Context: an optimization exercise on an open-source flow, tuned for small area. The choices shown serve that exercise and are no tape-out recipe. Function was checked by simulation only, so behaviour that the tests miss may differ from the original.

### design/flow/flow/run.sh
#!/bin/bash
# The standard layout with two changes that only affect buffering:
#  - port buffers are the smallest buffer cell,
#  - the buffers abc adds for fanout are removed at floorplan; repair_design
#    puts back what slew and capacitance need.
set -euo pipefail
export BUFFER_PORTS_ARGS="-buffer_cell sky130_fd_sc_hd__buf_1"
export REMOVE_ABC_BUFFERS=1
bash standard.sh > standard_flow.log 2>&1
### design/flow/standard.sh
#!/bin/bash
# synth_recipe.tcl (not shown) runs the flow's synth.tcl, then flattens the netlist and writes it again
# the make line also repeats each setting of config.mk as NAME=value (left out here)
make -C /OpenROAD-flow-scripts/flow DESIGN_CONFIG=/design/flow/config.mk WORK_HOME=/design/flow/orfs CLKGATE_MAP_FILE= SYNTH_SCRIPT=/design/flow/synth_recipe.tcl "${@:-finish}"
### design/flow/config.mk
export PLATFORM = sky130hd
export DESIGN_NAME = div_top
export DESIGN_NICKNAME = div_top
export VERILOG_FILES = /design/flow/design.v
export SDC_FILE = /design/flow/constraint.sdc
export NUM_CORES = 4
export LEC_CHECK = 0
export ABC_AREA = 1
export CAP_MARGIN = 20
export CORE_MARGIN = 2
export CORE_UTILIZATION = 55
export CTS_BUF_LIST = sky130_fd_sc_hd__clkbuf_4 sky130_fd_sc_hd__clkbuf_8
export GPL_TIMING_DRIVEN = 0
export SLEW_MARGIN = 20
### design/flow/constraint.sdc
create_clock -name core_clock -period 16.0 [get_ports {i_clk}]
set_input_delay 3.2000 -clock core_clock [delete_from_list [all_inputs] [get_ports {i_clk}]]
set_output_delay 3.2000 -clock core_clock [all_outputs]
set_load 0.01 [all_outputs]
### design/flow/design.v
`timescale 1ns/100ps
package div_pkg;
endpackage
`timescale 1ns/100ps
`default_nettype none
module div_top (
    input  wire        i_clk,
    input  wire        i_rst,
    input  wire        en,
    input  wire [15:0] a,
    input  wire [15:0] b,
    output logic       done,
    output logic [15:0] result
);
    function automatic logic [26:0] add27(input logic [26:0] p, input logic [26:0] q, input logic ci);
        logic c;
        logic cz;
        logic pre;
        logic [26:0] h;
        c = ci;
        for (int j = 0; j < 7; j++) begin
            add27[j] = p[j] ^ q[j] ^ c;
            c = (p[j] & q[j]) | (c & (p[j] ^ q[j]));
        end
        cz = 1'b0;
        for (int j = 7; j < 14; j++) begin
            h[j] = p[j] ^ q[j] ^ cz;
            cz = (p[j] & q[j]) | (cz & (p[j] ^ q[j]));
        end
        pre = 1'b1;
        for (int j = 7; j < 14; j++) begin
            add27[j] = h[j] ^ (c & pre);
            pre = pre & h[j];
        end
        c = cz | (c & pre);
        cz = 1'b0;
        for (int j = 14; j < 21; j++) begin
            h[j] = p[j] ^ q[j] ^ cz;
            cz = (p[j] & q[j]) | (cz & (p[j] ^ q[j]));
        end
        pre = 1'b1;
        for (int j = 14; j < 21; j++) begin
            add27[j] = h[j] ^ (c & pre);
            pre = pre & h[j];
        end
        c = cz | (c & pre);
        cz = 1'b0;
        for (int j = 21; j < 27; j++) begin
            h[j] = p[j] ^ q[j] ^ cz;
            cz = (p[j] & q[j]) | (cz & (p[j] ^ q[j]));
        end
        pre = 1'b1;
        for (int j = 21; j < 27; j++) begin
            add27[j] = h[j] ^ (c & pre);
            pre = pre & h[j];
        end
        c = cz | (c & pre);
    endfunction
    function automatic logic [53:0] csa27(input logic [26:0] p, input logic [26:0] q, input logic [26:0] r, input logic ci);
        logic [26:0] s;
        logic [26:0] c;
        s = p ^ q ^ r;
        c = {((p[25:0] & q[25:0]) | (p[25:0] & r[25:0]) | (q[25:0] & r[25:0])), ci};
        csa27 = {c, s};
    endfunction
    logic [1:0]  phase;
    logic [26:0] x;
    logic [3:0]  fq;
    logic        bq;
    always_ff @(posedge i_clk or posedge i_rst) begin
        if (i_rst) phase <= 2'd0;
        else if (en) phase <= phase + 2'd1;
    end
    assign done = (phase == 2'd3);
    wire load = (phase == 2'd0);
    logic [3:0] lead;
    always_comb begin
        lead = 4'd14;
        for (int i = 0; i < 16; i++) if (b[i]) lead = 4'(i);
    end
    wire [3:0]  nsh = ~lead;
    wire [26:0] nrm = {{4{a[15]}}, a, 7'b0} << nsh;
    wire [15:0] bn  = b << nsh;
    wire [3:0]  cidx = bn[14:11];
    wire crs = (phase == 2'd1);
    wire [3:0] cq = x[3:0];
    wire [26:0] src = load ? {4'b0, 1'b1, bn[14:0], 7'b0} : {x[26:4], (crs ? 4'b0 : x[3:0])};
    wire signed [26:0] srcs = src;
    wire [5:0] key = phase[1] ? {1'b1, bq, fq} : {2'b00, (load ? cidx : cq)};
    logic [9:0] s0_sel;
    logic s0_neg;
    logic [7:0] s1_sel;
    logic s1_neg;
    logic [9:0] s2_sel;
    logic s2_neg;
    logic [7:0] s3_sel;
    logic s3_neg;
    always_comb begin
        s0_sel = '0; s0_neg = 1'b0;
        s1_sel = '0; s1_neg = 1'b0;
        s2_sel = '0; s2_neg = 1'b0;
        s3_sel = '0; s3_neg = 1'b0;
        case (key)
            6'd1: begin s0_sel[3] = 1'b1; s0_neg = 1'b1; s1_sel[3] = 1'b1; s1_neg = 1'b1; s3_sel[1] = 1'b1; s3_neg = 1'b1; end
            6'd2: begin s0_sel[2] = 1'b1; s0_neg = 1'b1; s1_sel[5] = 1'b1; s1_neg = 1'b1; s2_sel[6] = 1'b1; s2_neg = 1'b1; end
            6'd3: begin s0_sel[1] = 1'b1; s0_neg = 1'b1; s1_sel[1] = 1'b1; s2_sel[3] = 1'b1; end
            6'd4: begin s0_sel[1] = 1'b1; s0_neg = 1'b1; s2_sel[1] = 1'b1; end
            6'd5: begin s0_sel[1] = 1'b1; s0_neg = 1'b1; s1_sel[5] = 1'b1; s1_neg = 1'b1; s2_sel[7] = 1'b1; end
            6'd6: begin s0_sel[1] = 1'b1; s0_neg = 1'b1; s1_sel[2] = 1'b1; s1_neg = 1'b1; s3_sel[1] = 1'b1; s3_neg = 1'b1; end
            6'd7: begin s0_sel[0] = 1'b1; s0_neg = 1'b1; s1_sel[0] = 1'b1; s2_sel[0] = 1'b1; s3_sel[1] = 1'b1; s3_neg = 1'b1; end
            6'd8: begin s0_sel[0] = 1'b1; s0_neg = 1'b1; s1_sel[0] = 1'b1; s2_sel[1] = 1'b1; end
            6'd9: begin s0_sel[0] = 1'b1; s0_neg = 1'b1; s1_sel[0] = 1'b1; s2_sel[7] = 1'b1; end
            6'd10: begin s0_sel[0] = 1'b1; s0_neg = 1'b1; s1_sel[0] = 1'b1; s2_sel[2] = 1'b1; s2_neg = 1'b1; end
            6'd11: begin s0_sel[0] = 1'b1; s0_neg = 1'b1; s1_sel[4] = 1'b1; s2_sel[0] = 1'b1; end
            6'd12: begin s0_sel[0] = 1'b1; s0_neg = 1'b1; s1_sel[1] = 1'b1; end
            6'd13: begin s0_sel[0] = 1'b1; s0_neg = 1'b1; s1_sel[1] = 1'b1; s2_sel[2] = 1'b1; s2_neg = 1'b1; s3_sel[1] = 1'b1; s3_neg = 1'b1; end
            6'd14: begin s0_sel[0] = 1'b1; s0_neg = 1'b1; s1_sel[5] = 1'b1; s1_neg = 1'b1; s2_sel[1] = 1'b1; end
            6'd15: begin s0_sel[0] = 1'b1; s0_neg = 1'b1; s1_sel[3] = 1'b1; s1_neg = 1'b1; s2_sel[1] = 1'b1; s3_sel[1] = 1'b1; s3_neg = 1'b1; end
            6'd33: begin s0_sel[6] = 1'b1; s0_neg = 1'b1; end
            6'd34: begin s0_sel[5] = 1'b1; s0_neg = 1'b1; s2_sel[9] = 1'b1; end
            6'd35: begin s0_sel[5] = 1'b1; s0_neg = 1'b1; s1_sel[5] = 1'b1; s1_neg = 1'b1; s3_sel[5] = 1'b1; end
            6'd36: begin s1_sel[2] = 1'b1; s1_neg = 1'b1; s2_sel[8] = 1'b1; end
            6'd37: begin s0_sel[7] = 1'b1; s0_neg = 1'b1; s1_sel[2] = 1'b1; s1_neg = 1'b1; s2_sel[6] = 1'b1; s2_neg = 1'b1; s3_sel[4] = 1'b1; s3_neg = 1'b1; end
            6'd38: begin s0_sel[5] = 1'b1; s0_neg = 1'b1; s1_sel[2] = 1'b1; s1_neg = 1'b1; s2_sel[7] = 1'b1; s3_sel[7] = 1'b1; end
            6'd39: begin s0_sel[7] = 1'b1; s0_neg = 1'b1; s1_sel[2] = 1'b1; s1_neg = 1'b1; s2_sel[2] = 1'b1; s2_neg = 1'b1; s3_sel[3] = 1'b1; s3_neg = 1'b1; end
            6'd40: begin s0_sel[3] = 1'b1; s0_neg = 1'b1; s1_sel[7] = 1'b1; s1_neg = 1'b1; s2_sel[5] = 1'b1; end
            6'd41: begin s0_sel[3] = 1'b1; s0_neg = 1'b1; s1_sel[7] = 1'b1; s1_neg = 1'b1; s2_sel[6] = 1'b1; s2_neg = 1'b1; s3_sel[3] = 1'b1; s3_neg = 1'b1; end
            6'd42: begin s0_sel[3] = 1'b1; s0_neg = 1'b1; s1_sel[7] = 1'b1; s1_neg = 1'b1; s2_sel[6] = 1'b1; s2_neg = 1'b1; s3_sel[1] = 1'b1; s3_neg = 1'b1; end
            6'd43: begin s0_sel[3] = 1'b1; s0_neg = 1'b1; s1_sel[3] = 1'b1; s1_neg = 1'b1; s3_sel[3] = 1'b1; s3_neg = 1'b1; end
            6'd44: begin s0_sel[3] = 1'b1; s0_neg = 1'b1; s1_sel[3] = 1'b1; s1_neg = 1'b1; s2_sel[9] = 1'b1; s3_sel[1] = 1'b1; s3_neg = 1'b1; end
            6'd45: begin s0_sel[3] = 1'b1; s0_neg = 1'b1; s1_sel[2] = 1'b1; s1_neg = 1'b1; s2_sel[8] = 1'b1; s3_sel[5] = 1'b1; end
            6'd46: begin s0_sel[3] = 1'b1; s0_neg = 1'b1; s1_sel[2] = 1'b1; s1_neg = 1'b1; s2_sel[4] = 1'b1; s2_neg = 1'b1; s3_sel[3] = 1'b1; s3_neg = 1'b1; end
            6'd47: begin s0_sel[2] = 1'b1; s0_neg = 1'b1; s1_sel[4] = 1'b1; s2_sel[5] = 1'b1; s3_sel[5] = 1'b1; end
            6'd49: begin s3_sel[2] = 1'b1; end
            6'd50: begin s0_sel[9] = 1'b1; s1_sel[4] = 1'b1; end
            6'd51: begin s1_sel[4] = 1'b1; s2_sel[3] = 1'b1; s3_sel[5] = 1'b1; end
            6'd52: begin s0_sel[4] = 1'b1; s2_sel[8] = 1'b1; end
            6'd53: begin s0_sel[4] = 1'b1; s1_sel[6] = 1'b1; s2_sel[8] = 1'b1; s3_sel[2] = 1'b1; end
            6'd54: begin s0_sel[4] = 1'b1; s1_sel[4] = 1'b1; s2_sel[7] = 1'b1; s3_sel[6] = 1'b1; end
            6'd55: begin s0_sel[7] = 1'b1; s0_neg = 1'b1; s1_sel[7] = 1'b1; s1_neg = 1'b1; s2_sel[0] = 1'b1; s3_sel[4] = 1'b1; s3_neg = 1'b1; end
            6'd56: begin s0_sel[9] = 1'b1; s1_sel[1] = 1'b1; s2_sel[5] = 1'b1; end
            6'd57: begin s0_sel[8] = 1'b1; s0_neg = 1'b1; s1_sel[4] = 1'b1; s2_sel[0] = 1'b1; s3_sel[4] = 1'b1; s3_neg = 1'b1; end
            6'd58: begin s0_sel[6] = 1'b1; s0_neg = 1'b1; s1_sel[1] = 1'b1; s2_sel[1] = 1'b1; s3_sel[3] = 1'b1; s3_neg = 1'b1; end
            6'd59: begin s0_sel[4] = 1'b1; s1_sel[1] = 1'b1; s2_sel[9] = 1'b1; end
            6'd60: begin s0_sel[4] = 1'b1; s1_sel[1] = 1'b1; s2_sel[7] = 1'b1; s3_sel[2] = 1'b1; end
            6'd61: begin s0_sel[6] = 1'b1; s0_neg = 1'b1; s1_sel[7] = 1'b1; s1_neg = 1'b1; s2_sel[4] = 1'b1; s2_neg = 1'b1; s3_sel[0] = 1'b1; end
            6'd62: begin s1_sel[7] = 1'b1; s1_neg = 1'b1; s2_sel[6] = 1'b1; s2_neg = 1'b1; s3_sel[0] = 1'b1; end
            6'd63: begin s2_sel[3] = 1'b1; s3_sel[0] = 1'b1; end
            default: ;
        endcase
    end
    logic [26:0] t0;
    always_comb begin
        t0 = '0;
        if (s0_sel[0]) t0 = t0 | ~(27'(srcs >>> 1));
        if (s0_sel[1]) t0 = t0 | ~(27'(srcs >>> 2));
        if (s0_sel[2]) t0 = t0 | ~(27'(srcs >>> 3));
        if (s0_sel[3]) t0 = t0 | ~(27'(srcs >>> 4));
        if (s0_sel[4]) t0 = t0 | (27'(srcs >>> 5));
        if (s0_sel[5]) t0 = t0 | ~(27'(srcs >>> 6));
        if (s0_sel[6]) t0 = t0 | ~(27'(srcs >>> 7));
        if (s0_sel[7]) t0 = t0 | ~(27'(srcs >>> 8));
        if (s0_sel[8]) t0 = t0 | ~(27'(srcs >>> 9));
        if (s0_sel[9]) t0 = t0 | (27'(srcs >>> 12));
    end
    logic [26:0] t1;
    always_comb begin
        t1 = '0;
        if (s1_sel[0]) t1 = t1 | (27'(srcs >>> 3));
        if (s1_sel[1]) t1 = t1 | (27'(srcs >>> 4));
        if (s1_sel[2]) t1 = t1 | ~(27'(srcs >>> 5));
        if (s1_sel[3]) t1 = t1 | ~(27'(srcs >>> 6));
        if (s1_sel[4]) t1 = t1 | (27'(srcs >>> 6));
        if (s1_sel[5]) t1 = t1 | ~(27'(srcs >>> 7));
        if (s1_sel[6]) t1 = t1 | (27'(srcs >>> 11));
        if (s1_sel[7]) t1 = t1 | ~(27'(srcs >>> 12));
    end
    logic [26:0] t2;
    always_comb begin
        t2 = '0;
        if (s2_sel[0]) t2 = t2 | (27'(srcs >>> 4));
        if (s2_sel[1]) t2 = t2 | (27'(srcs >>> 5));
        if (s2_sel[2]) t2 = t2 | ~(27'(srcs >>> 6));
        if (s2_sel[3]) t2 = t2 | (27'(srcs >>> 7));
        if (s2_sel[4]) t2 = t2 | ~(27'(srcs >>> 8));
        if (s2_sel[5]) t2 = t2 | (27'(srcs >>> 8));
        if (s2_sel[6]) t2 = t2 | ~(27'(srcs >>> 9));
        if (s2_sel[7]) t2 = t2 | (27'(srcs >>> 9));
        if (s2_sel[8]) t2 = t2 | (27'(srcs >>> 10));
        if (s2_sel[9]) t2 = t2 | (27'(srcs >>> 12));
    end
    logic [26:0] t3;
    always_comb begin
        t3 = '0;
        if (s3_sel[0]) t3 = t3 | (27'(srcs >>> 3));
        if (s3_sel[1]) t3 = t3 | ~(27'(srcs >>> 7));
        if (s3_sel[2]) t3 = t3 | (27'(srcs >>> 7));
        if (s3_sel[3]) t3 = t3 | ~(27'(srcs >>> 10));
        if (s3_sel[4]) t3 = t3 | ~(27'(srcs >>> 11));
        if (s3_sel[5]) t3 = t3 | (27'(srcs >>> 11));
        if (s3_sel[6]) t3 = t3 | (27'(srcs >>> 12));
        if (s3_sel[7]) t3 = t3 | (27'(srcs >>> 13));
    end
    wire [53:0] c1 = csa27(src, t0, t1, s0_neg);
    wire [53:0] c2 = csa27(c1[26:0], c1[53:27], t2, s1_neg);
    wire [53:0] c3 = csa27(c2[26:0], c2[53:27], t3, s2_neg);
    wire [26:0] y  = add27(c3[26:0], c3[53:27], s3_neg);
    wire       dbl  = ~y[22];
    wire [4:0] dhi  = dbl ? ~y[18:14] : y[18:14];
    wire       dinc = dbl & (y[13:0] == 14'd0);
    wire [4:0] drn  = dhi + 5'(dinc) + 5'd1;
    wire [3:0] fidx = drn[4:1];
    always_ff @(posedge i_clk) begin
        if (en) begin
            case (phase)
                2'd0: begin
                    x  <= {nrm[26:4], cidx};
                    fq <= fidx;
                    bq <= dbl;
                end
                2'd1, 2'd2: x <= y;
                default: ;
            endcase
        end
    end
    assign result = x[23:8];
endmodule
`default_nettype wire
==> results of run 1 <==
-- cell families (layout without fill, tap and decap cells) --
kind of cell,Yosys count,in the layout,share of synthesized area
and+or+nand+nor,586,591,0.2430
DFF,34,34,0.08965
muxes,7,7,0.006213
AOI/OAI and AO/OA,558,559,0.3171
adders and majority gates,117,117,0.1970
buffers and inverters,372,302,0.1369
xor gates and xnor gates,13,13,0.01010
-- per-layer routing --
| metal | vias to the layer above | global-route usage |
|---|---|---|
| met5 | - | 0 |
| met4 | 0 | 0.1962 |
| met3 | 212 | 0.08168 |
| met2 | 1071 | 0.6124 |
| met1 | 6290 | 0.5650 |
| li1 | 5852 | - |
-- state kept, by name (all words and copies together) (netlist names) --
signal and cells:
fq 4, phase 2, x 27, bq 1
-- layout by cell type, fill, tap and decap left out, types with 13 or more instances in the layout --
master | synthesis | routed
a211oi_1 | 19 | 18
o22ai_1 | 169 | 163
nand3_1 | 142 | 136
inv_1 | 185 | 183
a221oi_1 | 30 | 30
fa_1 | 101 | 101
a21oi_1 | 114 | 113
inv_2 | 21 | 20
nor2_2 | 12 | 13
nand2_1 | 278 | 270
nand2_2 | 18 | 22
nor2_1 | 70 | 66
buf_1 | 10 | 51
o21ai_0 | 91 | 88
o211ai_1 | 31 | 31
ha_1 | 16 | 13
nor3_1 | 21 | 20
o2111ai_1 | 30 | 30
edfxtp_1 | 32 | 32
o221ai_1 | 17 | 17
nand3_2 | 10 | 15
a22oi_1 | 16 | 15
-- synthesized netlist by cell type (17+ instances only) --
| library cell | n | area (µm²) |
|---|---|---|
| nand2_1 | 278 | 1044 |
| inv_1 | 185 | 694.4 |
| o22ai_1 | 169 | 1057 |
| nand3_1 | 142 | 710.7 |
| a21oi_1 | 114 | 570.6 |
| fa_1 | 101 | 2022 |
| clkbuf_1 | 93 | 349.1 |
| o21ai_0 | 91 | 455.4 |
| nor2_1 | 70 | 262.8 |
| edfxtp_1 | 32 | 960.9 |
| o211ai_1 | 31 | 232.7 |
| a221oi_1 | 30 | 262.8 |
| o2111ai_1 | 30 | 262.8 |
| buf_2 | 25 | 125.1 |
| inv_2 | 21 | 78.83 |
| nor3_1 | 21 | 105.1 |
| a211oi_1 | 19 | 142.6 |
| buf_4 | 19 | 142.6 |
| nand2_2 | 18 | 112.6 |
| o221ai_1 | 17 | 148.9 |
-- final timing paths --
check | from | end | slack [ns]
setup / recovery | b[1] | fq[3]$_DFFE_PP_ | 0.86
hold / removal | phase[0]$_DFFE_PP0P_ | phase[0]$_DFFE_PP0P_ | 0.55
setup reg to reg | phase[1]$_DFFE_PP0P_ | fq[3]$_DFFE_PP_ | 1.86
hold reg to reg | phase[0]$_DFFE_PP0P_ | phase[0]$_DFFE_PP0P_ | 0.55
max in group asynchronous | i_rst | phase[1]$_DFFE_PP0P_ | 13.18
min in group asynchronous | i_rst | phase[0]$_DFFE_PP0P_ | 2.71
-- per-stage QoR --
step	TNS [ns]	hold WS, ns	cell area (µm²)	setup WS (ns)
floorplan	0	0.4914	10560	1.330
global placement	-10.26	0.5172	11080	-1.895
detailed placement	-5.980	0.5346	11330	-1.515
CTS	0	0.5446	11480	0.1405
global route	-0.01486	0.5759	11790	-0.01486
finish	0	0.5455	11790	0.8588
-- layout make-up --
cell class	count	area [µm²]	share of cell area
clock buffer	7	90.09	0.007638
timing repair buffer	74	437.9	0.03713
tap	270	337.8	0.02864
inverter	219	840.8	0.07129
timing repair inverter	1	5.005	0.0004244
sequential	34	1011	0.08572
multi-input combinational	1287	9066	0.7687
clock inverter	1	5.005	0.0004244
-- repair_timing --
item / 4_1_cts / 5_1_grt
cloned: 2 / 5
setup buffers: 1 / 10
pin swaps: 1 / 6
resized for setup: 10 / 35
setup endpoints to repair: 6 / 7
==> run_results.csv, run 1 <==
group,metric,value,unit
synthesis,synth_edf_count,32,
timing,post-route-period-util,0.9463,
placement,port-buffer-count,51,
setup_path,worst_setup_path_end_kind,"flip-flop",
synthesis,yosysUniqueCellTypes,53,
timing,fmax,0.06604,GHz
run,max-cap-violations,0,
grt,grt_start_max_net_pins,40,
setup_path,path_buf_inv,16,
finish,antenna_cells,0,
cts,postCtsHoldBufs,0,
floorplanning,start_util,0.5591,
grt,grt_pass1_vias,12266,
synthesis,synthArstFlopShare,0.05882,
min_path,min_path_cells,1,
detailed_routing,routed-wl-met3,5975,µm
synthesis,avgSynthCellArea,6.685,µm²
detailed_routing,met1_length,17700,µm
grt,antenna_found_initial,0,
setup_path,slowest_stage,"fa_1",
cts,cts_tree,"done",
finish,fillCellCount,2010,
cts,cts_sinks,34,
setup_path,max_stage_delay,0.57,ns
cts,cts_buffers,5,
detailed_routing,top_layer_used,"met4",
setup_path,cp.arrival,15.24,ns
grt,grt.total_usage,0.4081,
floorplanning,die_h,147.2,µm
floorplanning,core-area,0.02017,mm²
detailed_routing,dr.pass1.iters,7,
finish,area_growth,4.582,%
synthesis,yosysWarnings,1,
floorplanning,core.rowCount,52,
finish,final_nets,1774,
cts,h-tree-depth,2,
placement,dp_hpwl,33490,µm
timing,timing.final.crit_period,15.14,ns
status,outcome,"no timing/DRC/antenna violations",
floorplanning,die_area,0.02166,mm²
cts,clockBufferDepth,2,
timing,clock_skew,0.01111,ns
placement,dp.cells,1867,
placement,gp_congestion,0.9619,
setup_path,crit_type,"in -> reg",
detailed_routing,drt.antenna.violating_nets,0,
detailed_routing,drtIter0Drc,2386,
synthesis,yosysSeqAreaShare,0.08965,
grt,grt_pass1_wl,69880,µm
finish,utilization,0.5847,
detailed_routing,wirelength,46160,µm
cts,cts_root_buffer,"clkbuf_8",
timing,slew_headroom,0.2421,
finish,drive_above_1_share,0.1054,
timing,setup_viol,0,
floorplanning,fp.dieW,147.2,µm
detailed_routing,routed-via-count,13425,
synthesis,ys_ff_latch,34,
min_path,min_path_type,"reg -> reg",
synthesis,synth_area,0.01128,mm²
floorplanning,io_pins,52,
setup_path,crit_path_start_kind,"input port",
finish,fin_cells,1893,
detailed_routing,wl_met2,19870,µm
cts,insertion_delay,0.31,ns
setup_path,critical-path-top-delay-family,"adder cells",
timing,hold_viol,0,
setup_path,path_depth,66,
grt,grt_overflow,0,
timing,worst_pin_slew,1.130,ns
setup_path,rr_worst_depth,54,
synthesis,synthCells,1687,
timing,slew_viol_final,0,
setup_path,worst_ep_required_time,16.10,ns
detailed_routing,via_per_inst,7.092,
detailed_routing,wl_per_cell,24.38,µm
detailed_routing,drc,0,
synthesis,synth_top_flop_cell,"edfxtp_1",
cts,cts.clk_slew.worst_paths,0.07,ns
setup_path,crit_fanout,27,
setup_path,crit_top_cell,"inv_1",
==> inputs of run 2 (changes only) <==
--- a/design/flow/config.mk
+++ b/design/flow/config.mk
@@ -7,8 +7,8 @@
 export LEC_CHECK = 0
 export ABC_AREA = 1
-export CAP_MARGIN = 20
+export CAP_MARGIN = 10
 export CORE_MARGIN = 2
-export CORE_UTILIZATION = 55
+export CORE_UTILIZATION = 50
 export CTS_BUF_LIST = sky130_fd_sc_hd__clkbuf_4 sky130_fd_sc_hd__clkbuf_8
 export GPL_TIMING_DRIVEN = 0
-export SLEW_MARGIN = 20
+export SLEW_MARGIN = 10
==> run_results.csv, run 2 <==
group,metric,value,unit
status,outcome,"no timing/DRC/antenna violations",
synthesis,synthSimpleGateAreaFrac,0.2430,
cts,cts.clk_slew.worst_paths,0.08,ns
setup_path,r2r-start,"phase[1]$_DFFE_PP0P_",
placement,post-place-ws,-1.954,ns
setup_path,max_stage_delay,0.56,ns
setup_path,crit_path_start_kind,"input port",
run,max-cap-violations,0,
synthesis,synth_compound_area_frac,0.3171,
timing,worst_pin_slew,1.199,ns
grt,grt.total_usage,0.3772,
synthesis,synthCells,1687,
setup_path,rr_worst_depth,54,
grt,grt_overflow,0,
detailed_routing,wl_per_cell,24.33,µm
synthesis,synthAdderAreaFrac,0.1970,
finish,area_growth,4.838,%
finish,regMostFlops,"x",
setup_path,worst_ep_required_time,16.11,ns
grt,grt_pass1_wl,70780,µm
detailed_routing,dr.pass1.iters,8,
detailed_routing,drtIter0Drc,2125,
finish,utilization,0.5384,
synthesis,ys_ff_latch,34,
synthesis,synth.top_cell.area_share,0.1793,
synthesis,synth_top_flop_cell,"edfxtp_1",
finish,layout_common_cells,"nand2_1 (271), inv_1 (182), o22ai_1 (163)",
detailed_routing,via_per_inst,7.050,
setup_path,slowest_stage,"fa_1",
setup_path,crit_top_cell,"inv_1",
cts,cts_sinks,34,
floorplanning,fp.dieW,154.2,µm
min_path,min_to,"phase[0]$_DFFE_PP0P_",
synthesis,yosysMostFrequentCell,"nand2_1",
finish,final_nets,1777,
setup_path,r2r-end,"fq[3]$_DFFE_PP_",
synthesis,yosysWarnings,1,
synthesis,synth_mux_area_frac,0.006213,
floorplanning,die_h,154.2,µm
synthesis,synth_area,0.01128,mm²
cts,cts_tree,"done",
cts,h-tree-depth,2,
synthesis,yosys.area.top_type,"fa_1",
placement,port-buffer-count,51,
detailed_routing,wirelength,46370,µm
setup_path,startpoint,"b[0]",
synthesis,avgSynthCellArea,6.685,µm²
placement,gp_congestion,0.9667,
finish,top_regs,"x x27, fq x4, phase x2",
timing,clock_skew,0.007545,ns
cts,insertion_delay,0.30,ns
timing,slew_headroom,0.1955,
finish,antenna_cells,0,
timing,timing.final.crit_period,15.06,ns
timing,hold_ws,0.5373,ns
cts,clockBufferDepth,2,
timing,setup_viol,0,
setup_path,crit_type,"in -> reg",
synthesis,synthArstFlopShare,0.05882,
grt,antenna_found_initial,0,
synthesis,yosysUniqueCellTypes,53,
synthesis,synth_edf_count,32,
floorplanning,start_util,0.5136,
timing,hold_viol,0,
detailed_routing,drc,0,
timing,slew_viol_final,0,
setup_path,worst_setup_path_end_kind,"flip-flop",
finish,drive_above_1_share,0.1046,
placement,placed_cell_area,0.01135,mm²
min_path,min_path_type,"reg -> reg",
grt,grt_start_max_net_pins,40,
finish,largest_reg_flops,27,
synthesis,synth_top_family_by_area,"compound AO/OA/AOI/OAI gates",
cts,cts_root_buffer,"clkbuf_8",
finish,final_common_cell,"nand2_1",
min_path,hold_start,"phase[0]$_DFFE_PP0P_",
setup_path,crit_fanout,13,
floorplanning,core.rowCount,54,
timing,fmax,0.06641,GHz
cts,cts_buffers,5,
floorplanning,core-area,0.02196,mm²
synthesis,synthTopCellsByCount,"nand2_1 (278), inv_1 (185), o22ai_1 (169), nand3_1 (142), a21oi_1 (114)",
placement,dp.cells,1878,
cts,postCtsHoldBufs,0,
grt,grt_pass1_vias,12251,
floorplanning,die_area,0.02377,mm²
finish,fin_cells,1906,
timing,post-route-period-util,0.9412,
synthesis,yosysSeqAreaShare,0.08965,
setup_path,cp.arrival,15.17,ns
detailed_routing,routed-via-count,13438,
synthesis,synthTopCellsByArea,"fa_1 (18%), o22ai_1 (9.4%), nand2_1 (9.3%)",
timing,fin_tns_setup,0,ns
synthesis,yosys.area_share.xor_xnor,0.01010,
finish,fillCellCount,2266,
floorplanning,io_pins,52,
timing,setup_ws,0.9414,ns
detailed_routing,drt.antenna.violating_nets,0,
min_path,min_path_cells,1,
finish,design_area,0.01182,mm²
placement,dp_hpwl,33400,µm
setup_path,reg2reg_setup_slack,1.94,ns
[run 2: cell counts after synthesis]
Identical to the previous run, type by type.
[run 2: what timing repair did]
item,4_1_cts,5_1_grt
cloned,2,4
endpoints found under the setup margin,10,8
setup buffers,1,13
pin swaps,1,5
resized for setup,9,37
[run 2: logic make-up (layout without fill, tap and decap cells)]
family          count (synthesis)  count (layout)
compound gates                558             559
buf+inv                       372             306
xor+xnor                       13              13
mux                             7               7
flops                          34              34
simple gates                  586             590
fa+ha+maj                     117             117
[run 2: final cells by class]
cell class | instances | area [µm²] | share of cell area
flip-flops and latches | 34 | 1011 | 0.08551
inverters | 219 | 844.6 | 0.07144
well taps | 280 | 350.3 | 0.02963
repair inverters | 1 | 5.005 | 0.0004233
clock inverters | 2 | 8.758 | 0.0007408
multi-input cells | 1286 | 9050 | 0.7655
repair buffers | 78 | 476.7 | 0.04032
clock buffers | 6 | 76.32 | 0.006456
[run 2: routing by layer]
metal  up-vias  track usage  part of all wire
met5         -            0                 0
met4         0       0.1464             0.041
met3       182      0.08098              0.13
met2      1042       0.5691              0.43
met1      6368       0.5296              0.40
li1       5846            -                 -
[run 2: worst max-delay path by stage]
stage	end	slack (ns)	cells past startpoint
5_1_grt	fq[3]$_DFFE_PP_	-0.05	68
3_5_place_dp	fq[3]$_DFFE_PP_	-1.95	60
6_report	fq[3]$_DFFE_PP_	0.94	66
4_1_cts	fq[3]$_DFFE_PP_	0.11	73
3_3_place_gp	fq[3]$_DFFE_PP_	-1.82	60
2_1_floorplan	fq[3]$_DFFE_PP_	1.33	59
[run 2: worst max-delay path: cells and delay by family]
family | cells | cell delay [ns]
AOI/OAI and AO/OA | 7 | 1.20
xor gates and xnor gates | 2 | 0.47
adders and majority gates | 13 | 4.69
buffers and inverters | 17 | 1.86
and+or+nand+nor | 27 | 3.75
==> inputs of run 3 (changes only) <==
--- a/design/flow/design.v
+++ b/design/flow/design.v
@@ -66,4 +66,5 @@
     logic [1:0]  phase;
     logic [26:0] x;
+    logic [7:0]  bh;
     logic [3:0]  fq;
     logic        bq;
@@ -73,5 +74,5 @@
     end
     assign done = (phase == 2'd3);
-    wire load = (phase == 2'd0);
+    wire den_ph = (phase == 2'd1);
     logic [3:0] lead;
     always_comb begin
@@ -82,10 +83,9 @@
     wire [26:0] nrm = {{4{a[15]}}, a, 7'b0} << nsh;
     wire [15:0] bn  = b << nsh;
-    wire [3:0]  cidx = bn[14:11];
-    wire crs = (phase == 2'd1);
-    wire [3:0] cq = x[3:0];
-    wire [26:0] src = load ? {4'b0, 1'b1, bn[14:0], 7'b0} : {x[26:4], (crs ? 4'b0 : x[3:0])};
+    wire [3:0] cidx = bh[7:4];
+    wire [26:0] src = den_ph ? {4'b0, 1'b1, bh, x[6:0], 7'b0}
+                             : {x[26:7], (done ? x[6:0] : 7'b0)};
     wire signed [26:0] srcs = src;
-    wire [5:0] key = phase[1] ? {1'b1, bq, fq} : {2'b00, (load ? cidx : cq)};
+    wire [5:0] key = done ? {1'b1, bq, fq} : {2'b00, cidx};
     logic [9:0] s0_sel;
     logic s0_neg;
@@ -215,14 +215,17 @@
             case (phase)
                 2'd0: begin
-                    x  <= {nrm[26:4], cidx};
+                    x  <= {nrm[26:7], bn[6:0]};
+                    bh <= bn[14:7];
+                end
+                2'd1: begin
                     fq <= fidx;
                     bq <= dbl;
                 end
-                2'd1, 2'd2: x <= y;
+                2'd2: x <= y;
                 default: ;
             endcase
         end
     end
-    assign result = x[23:8];
+    assign result = y[23:8];
 endmodule
 `default_nettype wire
--- a/design/flow/config.mk
+++ b/design/flow/config.mk
@@ -7,8 +7,8 @@
 export LEC_CHECK = 0
 export ABC_AREA = 1
-export CAP_MARGIN = 10
+export CAP_MARGIN = 20
 export CORE_MARGIN = 2
 export CORE_UTILIZATION = 50
 export CTS_BUF_LIST = sky130_fd_sc_hd__clkbuf_4 sky130_fd_sc_hd__clkbuf_8
 export GPL_TIMING_DRIVEN = 0
-export SLEW_MARGIN = 10
+export SLEW_MARGIN = 20
==> run_results.csv, run 3 <==
group,metric,value,unit
synthesis,synth.top_cell.area_share,0.1788,
synthesis,synthTopCellsByCount,"nand2_1 (344), inv_1 (190), nand3_1 (162), o22ai_1 (123)",
placement,dp_hpwl,33260,µm
cts,insertion_delay,0.31,ns
grt,antenna_found_initial,0,
setup_path,cp.arrival,11.42,ns
timing,hold_viol,0,
detailed_routing,drtIter0Drc,1953,
grt,met3_usage,0.07257,
synthesis,synthCells,1703,
setup_path,worst_setup_path_end_kind,"output port",
detailed_routing,wl_per_cell,23.14,µm
synthesis,synthArstFlopShare,0.04762,
detailed_routing,via_per_inst,6.747,
timing,clock_skew,0.01225,ns
finish,fillCellCount,2335,
cts,h-tree-depth,2,
timing,setup_viol,0,
cts,post-cts-setup-buffers,0,
synthesis,synth_edf_count,40,
finish,largest_reg_flops,27,
detailed_routing,dr.pass1.iters,6,
detailed_routing,drc,0,
cts,cts_root_buffer,"clkbuf_8",
timing,fin_tns_setup,0,ns
timing,post-route-period-util,0.9135,
floorplanning,io_pins,52,
finish,drive_above_1_share,0.06991,
grt,met1_usage,0.5099,
synthesis,synth_top_flop_cell,"edfxtp_1",
status,outcome,"no timing/DRC/antenna violations",
grt,grt_start_max_net_pins,54,
placement,port-buffer-count,51,
setup_path,crit_type,"reg -> out",
synthesis,yosysWarnings,1,
timing,worst_pin_slew,1.180,ns
grt,grt.total_usage,0.3720,
cts,clockBufferDepth,2,
synthesis,yosysSeqAreaShare,0.1106,
synthesis,ys_ff_latch,42,
grt,use_met2,0.5780,
cts,cts_tree,"done",
floorplanning,core-area,0.02243,mm²
finish,regMostFlops,"x",
timing,fmax,0.06842,GHz
cts,cts.clk_slew.worst_paths,0.09,ns
finish,area_growth,2.788,%
grt,grt_pass1_vias,12058,
detailed_routing,wirelength,44660,µm
cts,postCtsHoldBufs,0,
setup_path,max_stage_delay,0.83,ns
setup_path,crit_fanout,20,
timing,timing.final.crit_period,14.62,ns
grt,busiest_layer,"met2",
setup_path,slowest_stage,"ha_1",
setup_path,crit_path_start_kind,"flip-flop",
synthesis,yosys.area.top_type,"fa_1",
synthesis,yosysMostFrequentCell,"nand2_1",
grt,grt_pass1_wl,69860,µm
finish,top_regs,"x x27, bh x8, fq x4",
timing,rsz0062_at_grt,"no",
setup_path,worst_ep_required_time,12.80,ns
finish,layout_common_cells,"nand2_1 (343), inv_1 (190), nand3_1 (162)",
min_path,min_path_type,"reg -> reg",
floorplanning,fp.dieW,154.4,µm
synthesis,yosysUniqueCellTypes,55,
finish,final_common_cell,"nand2_1",
detailed_routing,routed-via-count,13021,
finish,antenna_cells,0,
cts,cts_resized,0,
floorplanning,die_h,154.4,µm
finish,final_nets,1797,
floorplanning,core.rowCount,55,
timing,slew_viol_final,0,
synthesis,synth_area,0.01131,mm²
synthesis,synthTopCellsByArea,"fa_1 (18%), nand2_1 (11%), edfxtp_1 (11%)",
placement,gp_congestion,0.9459,
setup_path,crit_top_cell,"nand2_1",
detailed_routing,drt.antenna.violating_nets,0,
grt,grt_overflow,0,
cts,cts_sinks,42,
cts,cts_buffers,5,
timing,slew_headroom,0.2134,
synthesis,avgSynthCellArea,6.642,µm²
run,max-cap-violations,0,
floorplanning,start_util,0.5042,
floorplanning,die_area,0.02384,mm²
==> run 3: cell types whose count changed in the layout (fill, tap and decap cells not counted), moves of 17 or more <==
cell and change:
nand3_1 +23, a221oi_1 +17, nand2_1 +72, o22ai_1 -40
o21ai_0 +25, nor2_1 -21
==> run 3: stage by stage <==
stage	area, µm²	cells	setup WS, ns	hold slack (ns)	util
4_1_cts	11600	1930	1.577	0.5443	0.5171
3_3_place_gp	11290	1910	1.416	0.5232	0.5032
5_1_grt	11630	1930	0.5138	0.5887	0.5182
3_5_place_dp	11460	1922	1.901	0.5313	0.5110
6_report	11630	1930	1.383	0.5416	0.5182
2_1_floorplan	10740	1574	3.859	0.4914	-
==> run 3: critical path, delay by kind of cell (launching register included) <==
family,cells,cell delay (ns)
AO/OA/AOI/OAI,6,0.92
adder cells (fa/ha/maj),12,4.74
flip-flops,1,0.43
buffers and inverters,7,1.50
AND/OR/NAND/NOR,21,3.49
==> run 3: routing by layer <==
layer / share of wire / up-vias / wire length (µm)
li1: - / 5880 / -
met1: 0.39 / 6018 / 17590
met2: 0.44 / 942 / 19680
met3: 0.12 / 181 / 5274
met4: 0.047 / 0 / 2107
met5: 0 / - / 0
==> run 3: worst paths after layout <==
check                                startpoint                   end  slack, ns  cells after the start
max                        phase[0]$_DFFE_PP0P_            result[14]       1.38                     46
min                        phase[0]$_DFFE_PP0P_  phase[0]$_DFFE_PP0P_       0.54                      1
max reg2reg                phase[0]$_DFFE_PP0P_       fq[3]$_DFFE_PP_       4.03                     51
min reg2reg                phase[0]$_DFFE_PP0P_  phase[0]$_DFFE_PP0P_       0.54                      1
max in group asynchronous                 i_rst  phase[1]$_DFFE_PP0P_      13.19                      2
min in group asynchronous                 i_rst  phase[0]$_DFFE_PP0P_       2.70                      2
==> run 3: area by class of cell <==
type	instances	area, µm²	area share
multi-input cells	1316	8743	0.7520
clock inverters	3	68.82	0.005919
well taps	285	356.6	0.03067
flip-flops and latches	42	1251	0.1076
repair buffers	63	319.1	0.02744
clock buffers	5	68.82	0.005919
inverters	216	818.3	0.07038
==> run 3: logic make-up (layout without fill, tap and decap cells) <==
group | after synthesis | in the layout | share of synthesized area
AOI/OAI and AO/OA | 539 | 539 | 0.3013
xor gates and xnor gates | 12 | 12 | 0.009292
adders and majority gates | 118 | 118 | 0.1976
buffers and inverters | 345 | 287 | 0.1228
DFF | 42 | 42 | 0.1106
and+or+nand+nor | 647 | 647 | 0.2584
==> inputs of run 4 (changes only) <==
==> design/flow/flow/run.sh (replaced) <==
#!/bin/bash
# The standard layout with changes that only affect mapping and buffering:
#  - abc maps for area without its own fanout buffering and upsizing
#    (flow/abc_area.script replaces ORFS's abc_area.script; every other
#    ORFS script is used as it is),
#  - port buffers are the smallest buffer cell,
#  - any buffers from synthesis are removed at floorplan; repair_design and
#    repair_timing add what slew, capacitance and timing need.
set -euo pipefail
here=$(pwd)
mkdir -p "$here/scripts"
for f in "$FLOW_HOME"/scripts/*; do
  ln -sf "$f" "$here/scripts/"
done
rm -f "$here/scripts/abc_area.script"
cp "$here/flow/abc_area.script" "$here/scripts/abc_area.script"
export SCRIPTS_DIR="$here/scripts"
export BUFFER_PORTS_ARGS="-buffer_cell sky130_fd_sc_hd__buf_1"
export REMOVE_ABC_BUFFERS=1
bash standard.sh > standard_flow.log 2>&1
==> design/flow/flow/abc_area.script (new file) <==
strash
dch
map -B 0.9
topo
stime -c
dnsize -c
==> run_results.csv, run 4 <==
group,metric,value,unit
timing,worst_pin_slew,1.148,ns
placement,port-buffer-count,51,
synthesis,yosys.area.top_type,"fa_1",
timing,slew_headroom,0.2347,
cts,cts_buffers,5,
cts,cts_root_buffer,"clkbuf_8",
setup_path,worst_setup_path_end_kind,"output port",
synthesis,yosysUniqueCellTypes,35,
synthesis,synth_area,0.01050,mm²
floorplanning,start_util,0.5041,
setup_path,crit_fanout,21,
finish,regMostFlops,"x",
cts,cts.clk_slew.worst_paths,0.08,ns
timing,fin_tns_setup,0,ns
timing,hold_viol,0,
cts,clockBufferDepth,2,
grt,grt_start_max_net_pins,54,
synthesis,synth.top_cell.area_share,0.1926,
setup_path,slowest_stage,"ha_2",
finish,layout_common_cells,"nand2_1 (373), clkinv_1 (215), nand3_1 (169)",
timing,timing.final.crit_period,14.92,ns
floorplanning,core.rowCount,53,
grt,grt_pass1_vias,11984,
synthesis,synth_edf_count,40,
setup_path,worst_ep_required_time,12.80,ns
cts,insertion_delay,0.31,ns
setup_path,max_stage_delay,0.52,ns
floorplanning,io_pins,52,
grt,grt_pass1_wl,68370,µm
synthesis,synth_top_flop_cell,"edfxtp_1",
synthesis,yosysMostFrequentCell,"nand2_1",
grt,antenna_found_initial,0,
setup_path,crit_path_start_kind,"flip-flop",
timing,fmax,0.06703,GHz
synthesis,synthTopCellsByCount,"nand2_1 (376), clkinv_1 (216), nand3_1 (169), o21ai_0 (150), o22ai_1 (123)",
cts,h-tree-depth,2,
timing,slew_viol_final,0,
finish,top_regs,"x x27, bh x8, fq x4",
status,outcome,"no timing/DRC/antenna violations",
timing,clock_skew,0.01186,ns
grt,grt_overflow,0,
cts,post-cts-setup-buffers,0,
setup_path,path_buf_inv,7,
synthesis,ys_ff_latch,42,
floorplanning,fp.dieW,148.9,µm
timing,setup_viol,0,
finish,final_nets,1803,
placement,gp_congestion,0.9755,
detailed_routing,wl_per_cell,22.86,µm
finish,area_growth,9.249,%
cts,cts_tree,"done",
finish,final_common_cell,"nand2_1",
detailed_routing,via_per_inst,6.902,
timing,rsz0062_at_grt,"no",
synthesis,yosysWarnings,1,
detailed_routing,drc,0,
floorplanning,die_h,148.9,µm
placement,dp_hpwl,32960,µm
detailed_routing,routed-via-count,13293,
detailed_routing,wirelength,44030,µm
setup_path,crit_top_cell,"nand2_1",
cts,cts_sinks,42,
run,max-cap-violations,0,
placement,post-place-ws,0.7142,ns
timing,post-route-period-util,0.9325,
floorplanning,core-area,0.02082,mm²
setup_path,crit_type,"reg -> out",
synthesis,synthCells,1574,
synthesis,synthTopCellsByArea,"fa_1 (19%), nand2_1 (13%), edfxtp_1 (11%)",
synthesis,avgSynthCellArea,6.669,µm²
synthesis,synthArstFlopShare,0.04762,
setup_path,cp.arrival,11.72,ns
floorplanning,die_area,0.02217,mm²
finish,largest_reg_flops,27,
detailed_routing,dr.pass1.iters,12,
finish,antenna_cells,0,
detailed_routing,drtIter0Drc,2184,
min_path,min_path_type,"reg -> reg",
detailed_routing,drt.antenna.violating_nets,0,
grt,grt.total_usage,0.3951,
finish,drive_above_1_share,0.03634,
setup_path,critical-path-top-delay-family,"adder cells",
timing,setup_ws,1.081,ns
synthesis,yosysSeqAreaShare,0.1192,
-- run 4: final timing paths --
kind | to | slack, ns | start | depth (start not counted)
max in group asynchronous | phase[1]$_DFFE_PP0P_ | 13.21 | i_rst | 2
setup reg to reg | fq[3]$_DFFE_PP_ | 3.68 | phase[0]$_DFFE_PP0P_ | 52
min in group asynchronous | phase[0]$_DFFE_PP0P_ | 2.69 | i_rst | 2
hold reg to reg | phase[0]$_DFFE_PP0P_ | 0.55 | phase[0]$_DFFE_PP0P_ | 1
hold / removal | phase[0]$_DFFE_PP0P_ | 0.55 | phase[0]$_DFFE_PP0P_ | 1
setup / recovery | result[14] | 1.08 | phase[0]$_DFFE_PP0P_ | 47
-- run 4: routing by layer --
layer  wire [µm]  track usage
met1       16870       0.5387
met2       19050       0.6085
met3        5574      0.07187
met4        2533       0.1881
met5           0            0
-- run 4: timing repair --
item | in CTS | in global routing
hold buffers | 0 | 0
resized for setup | 0 | 3
endpoints found under the setup margin | 0 | 4
-- run 4: area by class of cell --
class / instances / area [µm²]
fill: 2146 / 9354
multi-input combinational: 1316 / 8528
sequential: 42 / 1251
inverter: 216 / 814.5
timing repair buffer: 68 / 382.9
tap: 275 / 344.1
clock buffer: 6 / 82.58
clock inverter: 2 / 60.06
timing repair inverter: 1 / 5.005
-- run 4: stage by stage --
stage            util  cells  cell area, µm²  hold slack (ns)
2_1_floorplan       -   1574           10500           0.4977
5_1_grt        0.5508   1926           11470           0.5936
4_1_cts        0.5496   1925           11440           0.5474
3_3_place_gp   0.5299   1900           11030           0.5333
6_report       0.5508   1926           11470           0.5509
3_5_place_dp   0.5428   1917           11300           0.5376
-- run 4: kinds of logic (layout without fill, tap and decap cells) --
family / count (synthesis) / after routing / share of synthesized area
AO/OA/AOI/OAI: 539 / 539 / 0.3207
flip-flops: 42 / 42 / 0.1192
adder cells (fa/ha/maj): 118 / 118 / 0.2129
XOR/XNOR: 12 / 12 / 0.01001
AND/OR/NAND/NOR: 647 / 647 / 0.2600
buffers and inverters: 216 / 293 / 0.07724
==> inputs of run 5 (changes only) <==
--- a/design/flow/design.v
+++ b/design/flow/design.v
@@ -19,15 +19,15 @@
         logic [26:0] h;
         c = ci;
-        for (int j = 0; j < 7; j++) begin
+        for (int j = 0; j < 9; j++) begin
             add27[j] = p[j] ^ q[j] ^ c;
             c = (p[j] & q[j]) | (c & (p[j] ^ q[j]));
         end
         cz = 1'b0;
-        for (int j = 7; j < 14; j++) begin
+        for (int j = 9; j < 18; j++) begin
             h[j] = p[j] ^ q[j] ^ cz;
             cz = (p[j] & q[j]) | (cz & (p[j] ^ q[j]));
         end
         pre = 1'b1;
-        for (int j = 7; j < 14; j++) begin
+        for (int j = 9; j < 18; j++) begin
             add27[j] = h[j] ^ (c & pre);
             pre = pre & h[j];
@@ -35,21 +35,10 @@
         c = cz | (c & pre);
         cz = 1'b0;
-        for (int j = 14; j < 21; j++) begin
+        for (int j = 18; j < 27; j++) begin
             h[j] = p[j] ^ q[j] ^ cz;
             cz = (p[j] & q[j]) | (cz & (p[j] ^ q[j]));
         end
         pre = 1'b1;
-        for (int j = 14; j < 21; j++) begin
-            add27[j] = h[j] ^ (c & pre);
-            pre = pre & h[j];
-        end
-        c = cz | (c & pre);
-        cz = 1'b0;
-        for (int j = 21; j < 27; j++) begin
-            h[j] = p[j] ^ q[j] ^ cz;
-            cz = (p[j] & q[j]) | (cz & (p[j] ^ q[j]));
-        end
-        pre = 1'b1;
-        for (int j = 21; j < 27; j++) begin
+        for (int j = 18; j < 27; j++) begin
             add27[j] = h[j] ^ (c & pre);
             pre = pre & h[j];
==> run_results.csv, run 5 <==
group,metric,value,unit
finish,antenna_cells,0,
min_path,min_path_type,"reg -> reg",
cts,post-cts-setup-buffers,0,
cts,cts_sinks,42,
synthesis,yosys.area.top_type,"fa_1",
finish,final_common_cell,"nand2_1",
min_path,hold_start,"phase[0]$_DFFE_PP0P_",
setup_path,worst_setup_path_end_kind,"output port",
floorplanning,die_h,146.5,µm
cts,cts_buffers,5,
grt,antenna_found_initial,0,
detailed_routing,routed-via-count,12522,
placement,gp_congestion,0.9932,
cts,cts.clk_slew.worst_paths,0.09,ns
setup_path,crit_top_cell,"fa_1",
placement,dp_hpwl,32260,µm
synthesis,synthTopCellsByCount,"nand2_1 (319), o21ai_0 (210), clkinv_1 (195), a21oi_1 (120), o22ai_1 (120)",
setup_path,worst_ep_required_time,12.80,ns
timing,worst_pin_slew,1.163,ns
detailed_routing,drtIter0Drc,1635,
detailed_routing,via_per_inst,6.907,
synthesis,synth.top_cell.area_share,0.2013,
finish,area_growth,9.989,%
synthesis,ys_ff_latch,42,
setup_path,slowest_stage,"a21oi_1",
synthesis,synth_top_family_by_area,"compound AO/OA/AOI/OAI gates",
cts,clockBufferDepth,2,
setup_path,max_stage_delay,0.65,ns
floorplanning,fp.dieW,146.5,µm
cts,cts_root_buffer,"clkbuf_8",
synthesis,synthSimpleGateAreaFrac,0.1839,
timing,slew_headroom,0.2224,
finish,utilization,0.5551,
synthesis,synth_top_flop_cell,"edfxtp_1",
setup_path,crit_fanout,28,
synthesis,synth_edf_count,40,
timing,clock_skew,0.008182,ns
run,max-cap-violations,0,
floorplanning,start_util,0.5047,
cts,h-tree-depth,2,
timing,hold_viol,0,
detailed_routing,dr.pass1.iters,10,
grt,grt.total_usage,0.3953,
setup_path,crit_path_start_kind,"flip-flop",
finish,final_nets,1694,
min_path,min_to,"phase[0]$_DFFE_PP0P_",
grt,grt_pass1_wl,67070,µm
min_path,min_path_cells,1,
floorplanning,io_pins,52,
finish,fin_cells,1813,
timing,fmax,0.06564,GHz
placement,port-buffer-count,51,
synthesis,avgSynthCellArea,6.935,µm²
synthesis,synthArstFlopShare,0.04762,
setup_path,rr_worst_depth,48,
synthesis,synthCells,1463,
grt,grt_pass1_vias,11808,
floorplanning,die_area,0.02145,mm²
placement,dp.cells,1804,
timing,timing.final.crit_period,15.24,ns
status,outcome,"no timing/DRC/antenna violations",
setup_path,reg2reg_setup_slack,3.16,ns
synthesis,synthAdderAreaFrac,0.2198,
finish,largest_reg_flops,27,
synthesis,synth_compound_area_frac,0.3832,
synthesis,synthTopCellsByArea,"fa_1 (20%), edfxtp_1 (12%), nand2_1 (12%)",
timing,slew_viol_final,0,
detailed_routing,drc,0,
synthesis,yosysUniqueCellTypes,39,
grt,grt_start_max_net_pins,41,
cts,postCtsHoldBufs,0,
floorplanning,core.rowCount,52,
setup_path,r2r-end,"fq[3]$_DFFE_PP_",
timing,post-route-period-util,0.9522,
timing,setup_viol,0,
cts,insertion_delay,0.31,ns
finish,top_regs,"x x27, bh x8, fq x4",
setup_path,cp.arrival,12.04,ns
synthesis,yosys.area_share.xor_xnor,0.01381,
detailed_routing,wl_per_cell,23.59,µm
synthesis,yosysMostFrequentCell,"nand2_1",
cts,cts_tree,"done",
detailed_routing,wirelength,42760,µm
setup_path,r2r-start,"phase[0]$_DFFE_PP0P_",
synthesis,yosysSeqAreaShare,0.1233,
setup_path,crit_type,"reg -> out",
finish,drive_above_1_share,0.04537,
synthesis,yosysWarnings,1,
floorplanning,core-area,0.02010,mm²
finish,regMostFlops,"x",
synthesis,synth_area,0.01015,mm²
grt,grt_overflow,0,
finish,layout_common_cells,"nand2_1 (316), clkinv_1 (192), o21ai_0 (192)",
synthesis,synth_mux_area_frac,0.003946,
detailed_routing,drt.antenna.violating_nets,0,
## run 5: cell types whose count changed after synthesis, moves of 5 or more
| cell | previous run | this run |
|---|---|---|
| a211oi_1 | 7 | 12 |
| a22oi_1 | 3 | 8 |
| nand2_1 | 376 | 319 |
| o221ai_1 | 28 | 44 |
| xor2_1 | 10 | 16 |
| nand3_1 | 169 | 43 |
| nand4_1 | 10 | 5 |
| clkinv_1 | 216 | 195 |
| o21ai_0 | 150 | 210 |
## run 5: logic make-up after synthesis
family,count (synthesis)
XOR/XNOR,16
flip-flops,42
AO/OA/AOI/OAI,626
adder cells (fa/ha/maj),117
AND/OR/NAND/NOR,463
multiplexers,4
buffers and inverters,195
## run 5: cell type report
type | count | area [µm²]
multi-input cells | 1226 | 8304
repair buffers | 71 | 426.7
clock buffers | 5 | 68.82
fillers | 2049 | 8945
repair inverters | 1 | 5.005
well taps | 270 | 337.8
flip-flops and latches | 42 | 1251
inverters | 195 | 740.7
clock inverters | 3 | 25.02
## run 5: layer usage
metal / GRT usage / part of all wire
met1: 0.5410 / 0.39
met2: 0.6151 / 0.44
met3: 0.07688 / 0.12
met4: 0.1670 / 0.053
met5: 0 / 0
## run 5: timing repair
item,4_1_cts,5_1_grt
setup endpoints to repair,5,5
pin swaps,0,0
cloned,0,1
resized for setup,3,8
## run 5: through the flow
stage / worst slack, ns / area (µm²) / setup TNS (ns) / hold WS, ns
global route: -0.005903 / 11160 / -0.005903 / 0.6446
floorplan: 2.334 / 10150 / 0 / 0.4999
global placement: -0.8141 / 10680 / -2.953 / 0.5240
finish: 0.7649 / 11160 / 0 / 0.6126
detailed placement: -0.3397 / 11020 / -0.5726 / 0.5550
CTS: 0.3325 / 11120 / 0 / 0.5729
## run 5: worst max-delay path, delay by kind of cell, from the launching register on
family                     cells  cell delay, ns
and+or+nand+nor               18            3.07
adders and majority gates     13            5.18
DFF                            1            0.48
AOI/OAI and AO/OA              4            0.95
buffers and inverters          9            2.00
## run 5: worst max-delay path by stage
stage | depth (start not counted) | endpoint | slack [ns] | startpoint
after global placement | 42 | result[14] | -0.81 | phase[0]$_DFFE_PP0P_
final | 44 | result[14] | 0.76 | phase[0]$_DFFE_PP0P_
after detailed placement | 42 | result[14] | -0.34 | phase[0]$_DFFE_PP0P_
after global routing | 47 | result[14] | -0.006 | phase[0]$_DFFE_PP0P_
after floorplan | 41 | result[14] | 2.33 | phase[0]$_DFFE_PP0P_
after CTS | 44 | result[14] | 0.33 | phase[0]$_DFFE_PP0P_
==> inputs of run 6 (changes only) <==
--- a/design/flow/design.v
+++ b/design/flow/design.v
@@ -56,5 +56,4 @@
     logic [26:0] x;
     logic [7:0]  bh;
-    logic [3:0]  fq;
     logic        bq;
     always_ff @(posedge i_clk or posedge i_rst) begin
@@ -73,4 +72,5 @@
     wire [15:0] bn  = b << nsh;
     wire [3:0] cidx = bh[7:4];
+    wire [3:0] fq   = bh[3:0];
     wire [26:0] src = den_ph ? {4'b0, 1'b1, bh, x[6:0], 7'b0}
                              : {x[26:7], (done ? x[6:0] : 7'b0)};
@@ -208,6 +208,6 @@
                 end
                 2'd1: begin
-                    fq <= fidx;
-                    bq <= dbl;
+                    bh[3:0] <= fidx;
+                    bq      <= dbl;
                 end
                 2'd2: x <= y;
==> design/flow/flow/abc_area.script (replaced) <==
strash
dch
map -a
topo
stime -c
dnsize -c
==> run_results.csv, run 6 <==
group,metric,value,unit
setup_path,r2r-start,"phase[0]$_DFFE_PP0P_",
finish,antenna_cells,0,
grt,grt_pass1_vias,11230,
min_path,hold_start,"phase[0]$_DFFE_PP0P_",
detailed_routing,via_per_inst,7.172,
setup_path,r2r-end,"bh[3]$_DFFE_PP_",
cts,insertion_delay,0.29,ns
min_path,min_path_type,"reg -> reg",
synthesis,synth_top_flop_cell,"edfxtp_1",
cts,clockBufferDepth,2,
cts,cts_buffers,5,
detailed_routing,drtIter0Drc,2154,
synthesis,synthArstFlopShare,0.05263,
timing,slew_headroom,0.2869,
detailed_routing,routed-via-count,12516,
synthesis,yosysMostFrequentCell,"clkinv_1",
floorplanning,fp.dieW,144.5,µm
placement,port-buffer-count,51,
synthesis,synth_edf_count,36,
synthesis,yosysUniqueCellTypes,37,
setup_path,worst_setup_path_end_kind,"output port",
setup_path,cp.arrival,11.90,ns
timing,post-route-period-util,0.9440,
cts,cts.clk_slew.worst_paths,0.07,ns
timing,hold_viol,0,
placement,dp.cells,1727,
finish,fin_cells,1745,
timing,timing.final.crit_period,15.10,ns
synthesis,yosysSeqAreaShare,0.1146,
timing,setup_ws,0.8967,ns
synthesis,yosys.area.top_type,"fa_1",
synthesis,ys_ff_latch,38,
timing,slew_viol_final,0,
grt,grt.total_usage,0.4212,
synthesis,synth.top_cell.area_share,0.2070,
setup_path,crit_path_start_kind,"flip-flop",
floorplanning,io_pins,52,
synthesis,synth_area,0.009866,mm²
detailed_routing,drc,0,
setup_path,crit_fanout,23,
finish,fillCellCount,1963,
grt,grt_start_max_net_pins,41,
synthesis,synthTopCellsByArea,"fa_1 (21%), edfxtp_1 (11%), a21oi_1 (7.5%)",
grt,grt_overflow,0,
floorplanning,core-area,0.01940,mm²
setup_path,max_stage_delay,0.56,ns
cts,h-tree-depth,2,
detailed_routing,drt.antenna.violating_nets,0,
timing,worst_pin_slew,1.067,ns
finish,final_nets,1631,
floorplanning,start_util,0.5086,
floorplanning,die_area,0.02087,mm²
cts,postCtsHoldBufs,0,
finish,drive_above_1_share,0.06554,
setup_path,worst_ep_required_time,12.80,ns
detailed_routing,wl_per_cell,24.89,µm
placement,post-place-ws,-0.4619,ns
setup_path,crit_top_cell,"fa_1",
floorplanning,core.rowCount,51,
setup_path,rr_worst_depth,57,
min_path,min_path_cells,1,
synthesis,avgSynthCellArea,7.103,µm²
timing,fmax,0.06621,GHz
min_path,min_to,"phase[0]$_DFFE_PP0P_",
detailed_routing,dr.pass1.iters,7,
setup_path,reg2reg_setup_slack,3.20,ns
finish,area_growth,12.85,%
finish,top_regs,"x x27, bh x8, phase x2",
grt,antenna_found_initial,0,
grt,grt_pass1_wl,66900,µm
run,max-cap-violations,0,
synthesis,synthCells,1389,
setup_path,slowest_stage,"fa_1",
timing,setup_viol,0,
finish,largest_reg_flops,27,
synthesis,synthTopCellsByCount,"clkinv_1 (191), nand2_1 (189), nor2_1 (150), a21oi_1 (147), o21ai_0 (128)",
placement,dp_hpwl,31800,µm
floorplanning,die_h,144.5,µm
cts,cts_root_buffer,"clkbuf_8",
placement,gp_congestion,0.9473,
synthesis,yosysWarnings,1,
setup_path,crit_type,"reg -> out",
status,outcome,"no timing/DRC/antenna violations",
finish,utilization,0.5739,
timing,rsz0062_at_grt,"no",
detailed_routing,wirelength,43430,µm
timing,clock_skew,0.01032,ns
finish,regMostFlops,"x",
cts,cts_tree,"done",
finish,layout_common_cells,"clkinv_1 (185), nand2_1 (185), nor2_1 (135)",
timing,hold_ws,0.5929,ns
cts,cts_sinks,38,
-- run 6: cell families (layout without fill, tap and decap cells) --
| kind of cell | count (synthesis) | after routing | synth area share |
|---|---|---|---|
| mux | 5 | 5 | 0.005073 |
| buf+inv | 191 | 282 | 0.07267 |
| flops | 38 | 38 | 0.1146 |
| compound gates | 604 | 604 | 0.3953 |
| fa+ha+maj | 117 | 117 | 0.2260 |
| xor+xnor | 18 | 18 | 0.01598 |
| simple gates | 416 | 416 | 0.1703 |
-- run 6: per-stage QoR --
| stage | setup TNS (ns) | area, µm² |
|---|---|---|
| CTS | 0 | 10950 |
| global route | 0 | 11130 |
| detailed placement | -0.6119 | 10860 |
| floorplan | 0 | 9866 |
| global placement | -4.481 | 10390 |
| finish | 0 | 11130 |
-- run 6: how the worst max path moves through the flow --
stage                    startpoint          to  slack, ns  depth (start not counted)
5_1_grt        phase[0]$_DFFE_PP0P_  result[14]       0.05                         49
2_1_floorplan  phase[0]$_DFFE_PP0P_  result[14]       1.78                         45
3_5_place_dp   phase[0]$_DFFE_PP0P_  result[14]      -0.46                         43
3_3_place_gp   phase[0]$_DFFE_PP0P_  result[14]      -1.21                         46
4_1_cts        phase[0]$_DFFE_PP0P_  result[14]       0.04                         44
6_report       phase[0]$_DFFE_PP0P_  result[14]       0.90                         49
-- run 6: critical path: cells and delay by family (launching register included) --
family	cells	cell delay, ns
AOI/OAI and AO/OA	7	0.76
adders and majority gates	12	5.01
buffers and inverters	13	2.09
DFF	1	0.46
and+or+nand+nor	17	3.27
-- run 6: cell type report --
cell class | count | area (µm²) | share of cell area
multi-input combinational | 1160 | 8282 | 0.7439
sequential | 38 | 1131 | 0.1016
inverter | 191 | 740.7 | 0.06653
timing repair buffer | 83 | 563.0 | 0.05057
tap | 265 | 331.6 | 0.02978
clock buffer | 5 | 68.82 | 0.006181
clock inverter | 3 | 16.27 | 0.001461
-- run 6: what timing repair did --
| item | in CTS | in global routing |
|---|---|---|
| pin swaps | 0 | 2 |
| endpoints found under the hold margin | 0 | 0 |
| setup endpoints to repair | 3 | 7 |
| setup buffers | 0 | 9 |
| resized for setup | 7 | 18 |
-- run 6: metal layers --
metal	track usage	up-vias	part of all wire
met4	0.2243	0	0.066
li1	-	5436	-
met3	0.1348	221	0.15
met1	0.5777	5809	0.37
met5	0	-	0
met2	0.5882	1050	0.41

==> re-timing with driven ports <==
How much do the figures lean on ideal ports? The routed layouts below were timed once more, with nothing changed but the port constraints. Step 1, drivers: a clkbuf_16 drives i_clk and a buf_2 each remaining input, both assumed. Step 2 adds t to the input delays and takes it off the output delays; t is the mean of the earliest and latest rising clock arrival at the registers after step 1. Input paths then give back, and output paths get back, about the clock's delay inside the block. a / b / c = ideal / step 1 / step 2; a / b = the first two.
run | shift t [ns] | setup WS [ns] | cell pins on the clock port's net
run 1 | 0.335 | 0.859 / 0.864 / 0.529 | 1
run 2 | 0.330 | 0.941 / 0.952 / 0.622 | 1
run 3 | 0.335 | 1.383 / 1.347 / 1.682 | 1
run 4 | 0.339 | 1.081 / 1.044 / 1.383 | 1
run 5 | 0.339 | 0.765 / 0.730 / 1.069 | 1
run 6 | 0.316 | 0.897 / 0.867 / 1.183 | 1
After both steps setup and hold are still met in every run listed. For run 1, which loses most, drivers alone change the setup slack by +0.005 ns; drivers and shift together by -0.330 ns.
